From an optimization exercise on the open Yosys and OpenROAD flow, aimed at small area, a short achievable clock period and few clock cycles per item; shortcuts taken in it are not production practice. RTL that was checked went through simulation tests only; none was proved equivalent to the original.

== yarrow ==
Design c_like_lexical_tokenizer, start of the top module:
module c_like_lexical_tokenizer (
    input  wire logic               clk,
    input  wire logic               rst_n,
    input  wire logic               src_valid,
    output logic                    src_ready,
    input  wire ctok_pkg::ctok_in_t src_item,
    output logic                    tok_valid,
    input  wire logic               tok_ready,
    output ctok_pkg::ctok_out_t     tok_item
);
For scale: roughly 170 flip-flops, roughly 64 I/O pins, about 0.0097 mm^2 of cells after synthesis.
==> flow/config.mk <==
export PLATFORM = sky130hd
export DESIGN_NAME = c_like_lexical_tokenizer
export DESIGN_NICKNAME = c_like_lexical_tokenizer
export VERILOG_FILES = /design/flow/design.v
export SDC_FILE = /design/flow/constraint.sdc
export NUM_CORES = 4
export LEC_CHECK = 0
export CAP_MARGIN = 20
export CORE_MARGIN = 2
export CORE_UTILIZATION = 40
export SLEW_MARGIN = 20
==> flow/constraint.sdc <==
create_clock -name core_clock -period 11.0 [get_ports {clk}]
set_input_delay 2.2000 -clock core_clock [delete_from_list [all_inputs] [get_ports {clk}]]
set_output_delay 2.2000 -clock core_clock [all_outputs]
set_load 0.01 [all_outputs]
standard.sh (not shown) runs the stock make flow with config.mk's settings and CLKGATE_MAP_FILE= SYNTH_SCRIPT=/design/flow/synth_recipe.tcl, a recipe that flattens the netlist after the stock synthesis.
==> flow/flow/run.sh <==
#!/bin/bash
# Standard layout (standard synthesis, floorplan, placement, CTS, routing),
# with two changes to how it is made: timing repair aims at 7.8 ns of setup
# slack on the worst endpoints, and the port buffers are buf_2 cells. The
# clock period and constraints are unchanged. Each tool's output is in
# standard.log and in the ORFS logs under orfs/logs.
set -euo pipefail
bash standard.sh SETUP_SLACK_MARGIN=7.8 TNS_END_PERCENT=0 "BUFFER_PORTS_ARGS=-buffer_cell sky130_fd_sc_hd__buf_2" finish > standard.log 2>&1
Testbench counts of yarrow, summed over its fixed seeds: cycles 34,932, items 34,820.
Relative to yarrow, the following input files were edited for delta:
--- a/flow/design.v
+++ b/flow/design.v
@@ -221,38 +221,40 @@
     logic [4:0]    mode_reg, mode_next;
     logic [PB-1:0] pos_reg, pos_next;
     logic [PB-1:0] start_reg, start_next;
     logic [LB-1:0] cnt_reg, cnt_next;
     logic [ctok_pkg::KW_COUNT-1:0] kw_reg, kw_next;
     logic          fresh;
     logic          b_owed, b_owed_next;
     logic [KB-1:0] b_kind_reg, b_kind_next;
     logic          eoi_owed, eoi_owed_next;
     logic          o_valid, o_valid_next;
     ctok_pkg::ctok_out_t o_reg, o_next;
-    ctok_pkg::ctok_in_t q0, q1, item;
+    ctok_pkg::ctok_in_t q0, q1, q0_in, item;
+    logic          q0_digit, q0_alpha, q0_ws;
+    logic [KB-1:0] q0_kind;
     logic          v0, v1;
     logic [7:0]    c;
     logic          o_free, accept, commit;
     logic [4:0]    mode1;
     logic [PB-1:0] start1, pos1;
     logic [LB-1:0] cnt_base, cnt1, cnt_inc;
     logic [ctok_pkg::KW_COUNT-1:0] kw1;
     logic          do_start, do_flush, do_count, str_close;
     logic          a_v, b_v;
     logic [KB-1:0] a_kind, b_kind, c_kind;
     logic [LB-1:0] a_len;
     logic [KB:0]   pend_cur;
     assign item   = q0;
     assign c      = item.ch;
-    assign c_kind = one_kind(c);
+    assign c_kind = q0_kind;
     assign src_ready = !v1;
     assign accept    = src_valid && !v1;
     assign o_free  = !o_valid || tok_ready;
     assign commit = v0 && o_free && !eoi_owed;
     always_ff @(posedge clk or negedge rst_n)
     begin
         if (!rst_n)
         begin
             v0 <= 1'b0;
             v1 <= 1'b0;
         end
@@ -263,30 +265,34 @@
                 if (commit) v1 <= 1'b0;
             end
             else if (v0)
             begin
                 if (accept && !commit) v1 <= 1'b1;
                 if (!accept && commit) v0 <= 1'b0;
             end
             else
                 v0 <= accept;
         end
     end
+    assign q0_in = v1 ? q1 : src_item;
     always_ff @(posedge clk)
     begin
-        if (v1)
+        if (v1 ? commit : (!v0 || commit))
         begin
-            if (commit) q0 <= q1;
+            q0       <= q0_in;
+            q0_digit <= ctok_pkg::is_digit(q0_in.ch);
+            q0_alpha <= ctok_pkg::is_alpha(q0_in.ch) || (q0_in.ch == "_");
+            q0_ws    <= (q0_in.ch == " ") || (q0_in.ch == "\t") ||
+                        (q0_in.ch == "\r") || (q0_in.ch == "\n");
+            q0_kind  <= one_kind(q0_in.ch);
         end
-        else if (!v0 || commit)
-            q0 <= src_item;
         if (!v1)
             q1 <= src_item;
     end
     assign tok_valid = o_valid;
     assign tok_item  = o_reg;
     assign pend_cur = pend(mode_reg, ctok_pkg::kw_kind(kw_reg, cnt_reg));
     assign cnt_inc  = (cnt_reg == ctok_pkg::LEN_MAX) ? cnt_reg : cnt_reg + LB'(1);
     always_comb
     begin
         mode1     = mode_reg;
         start1    = start_reg;
@@ -333,30 +339,30 @@
                 M_SLASH:
                 begin
                     if (c == "/")
                         mode1 = M_LINE;
                     else if (c == "*")
                         mode1 = M_BLOCK;
                     else
                         do_flush = 1'b1;
                 end
                 M_NUM:
                 begin
-                    if (ctok_pkg::is_digit(c))
+                    if (q0_digit)
                         do_count = 1'b1;
                     else
                         do_flush = 1'b1;
                 end
                 M_IDENT:
                 begin
-                    if (ctok_pkg::is_alpha(c) || ctok_pkg::is_digit(c) || (c == "_"))
+                    if (q0_alpha || q0_digit)
                     begin
                         do_count = 1'b1;
                         kw1      = ctok_pkg::kw_step(kw_reg, cnt_reg[2:0], cnt_reg < LB'(8), c);
                     end
                     else
                         do_flush = 1'b1;
                 end
                 M_PLUS:
                 begin
                     if (c == "+") begin a_v = 1'b1; a_kind = ctok_pkg::K_INC; mode1 = M_IDLE; end
                     else do_flush = 1'b1;
@@ -405,35 +411,35 @@
             a_v      = 1'b1;
             a_kind   = pend_cur[KB-1:0];
             a_len    = ((mode_reg == M_NUM) || (mode_reg == M_IDENT)) ? cnt_reg : LB'(1);
             do_start = 1'b1;
         end
         if (do_start)
         begin
             start1   = pos_reg;
             cnt_base = '0;
             mode1    = M_IDLE;
             kw1      = ctok_pkg::kw_step('1, 3'd0, 1'b1, c);
-            if ((c == " ") || (c == "\t") || (c == "\r") || (c == "\n"))
+            if (q0_ws)
                 mode1 = M_IDLE;
             else if (c == "\"")
             begin
                 do_count = 1'b1;
                 mode1    = M_STR;
             end
-            else if (ctok_pkg::is_digit(c))
+            else if (q0_digit)
             begin
                 do_count = 1'b1;
                 mode1    = M_NUM;
             end
-            else if (ctok_pkg::is_alpha(c) || (c == "_"))
+            else if (q0_alpha)
             begin
                 do_count = 1'b1;
                 mode1    = M_IDENT;
             end
             else
             begin
                 case (c)
                     "/": mode1 = M_SLASH;
                     "+": mode1 = M_PLUS;
                     "-": mode1 = M_MINUS;
                     "=": mode1 = M_EQ;
Results
delta finished end to end and its layout was clean on timing, DRC and antenna.
Headroom to the max-slew limit was higher in delta than in yarrow.
Summary of delta over yarrow: minimum period implied by the final worst setup slack increased 0.014 ns, number of antenna violations at the first check in global routing increased 1.
In delta relative to yarrow, wire length of the first global-routing pass had gone down slightly.
Against yarrow, delta reports a area of all placed cells without fillers that is higher.
Compared with yarrow, delta shows a met3 wire length that is about 18% higher.
No functional check of the RTL was part of delta.

re-timing with driven ports:
The flow's constraints put no driver on any port. The routed layouts listed below were extracted and timed again, unchanged, in two steps. Step 1 (the two cells are an assumption about what drives the block):
set clk [get_ports {clk}]
set_driving_cell -lib_cell sky130_fd_sc_hd__clkbuf_16 $clk
set_driving_cell -lib_cell sky130_fd_sc_hd__buf_2 [delete_from_list [all_inputs] $clk]
Step 2 times the ports against the registers' clock, not the clock port: input delays grow and output delays shrink by t, the midpoint of the rising clock arrivals with the driver on. Slacks: ideal / step 1 / step 2; pairs: ideal / step 1.
run | t (ns) | slack for setup (ns) | clock arrival spread, ns | slew at the worst register clock pin (ns) | worst slew at a driven data input, ns
yarrow | 0.481 | 7.515 / 7.473 / 7.044 | 0.013 / 0.013 | 0.08 / 0.08 | 0.04
delta | 0.474 | 7.501 / 7.528 / 7.054 | 0.012 / 0.011 | 0.07 / 0.07 | 0.03
After both steps setup and hold are still met in every run listed. The setup slack of yarrow, which loses most, moves by -0.042 ns with the drivers and by -0.471 ns with both steps.
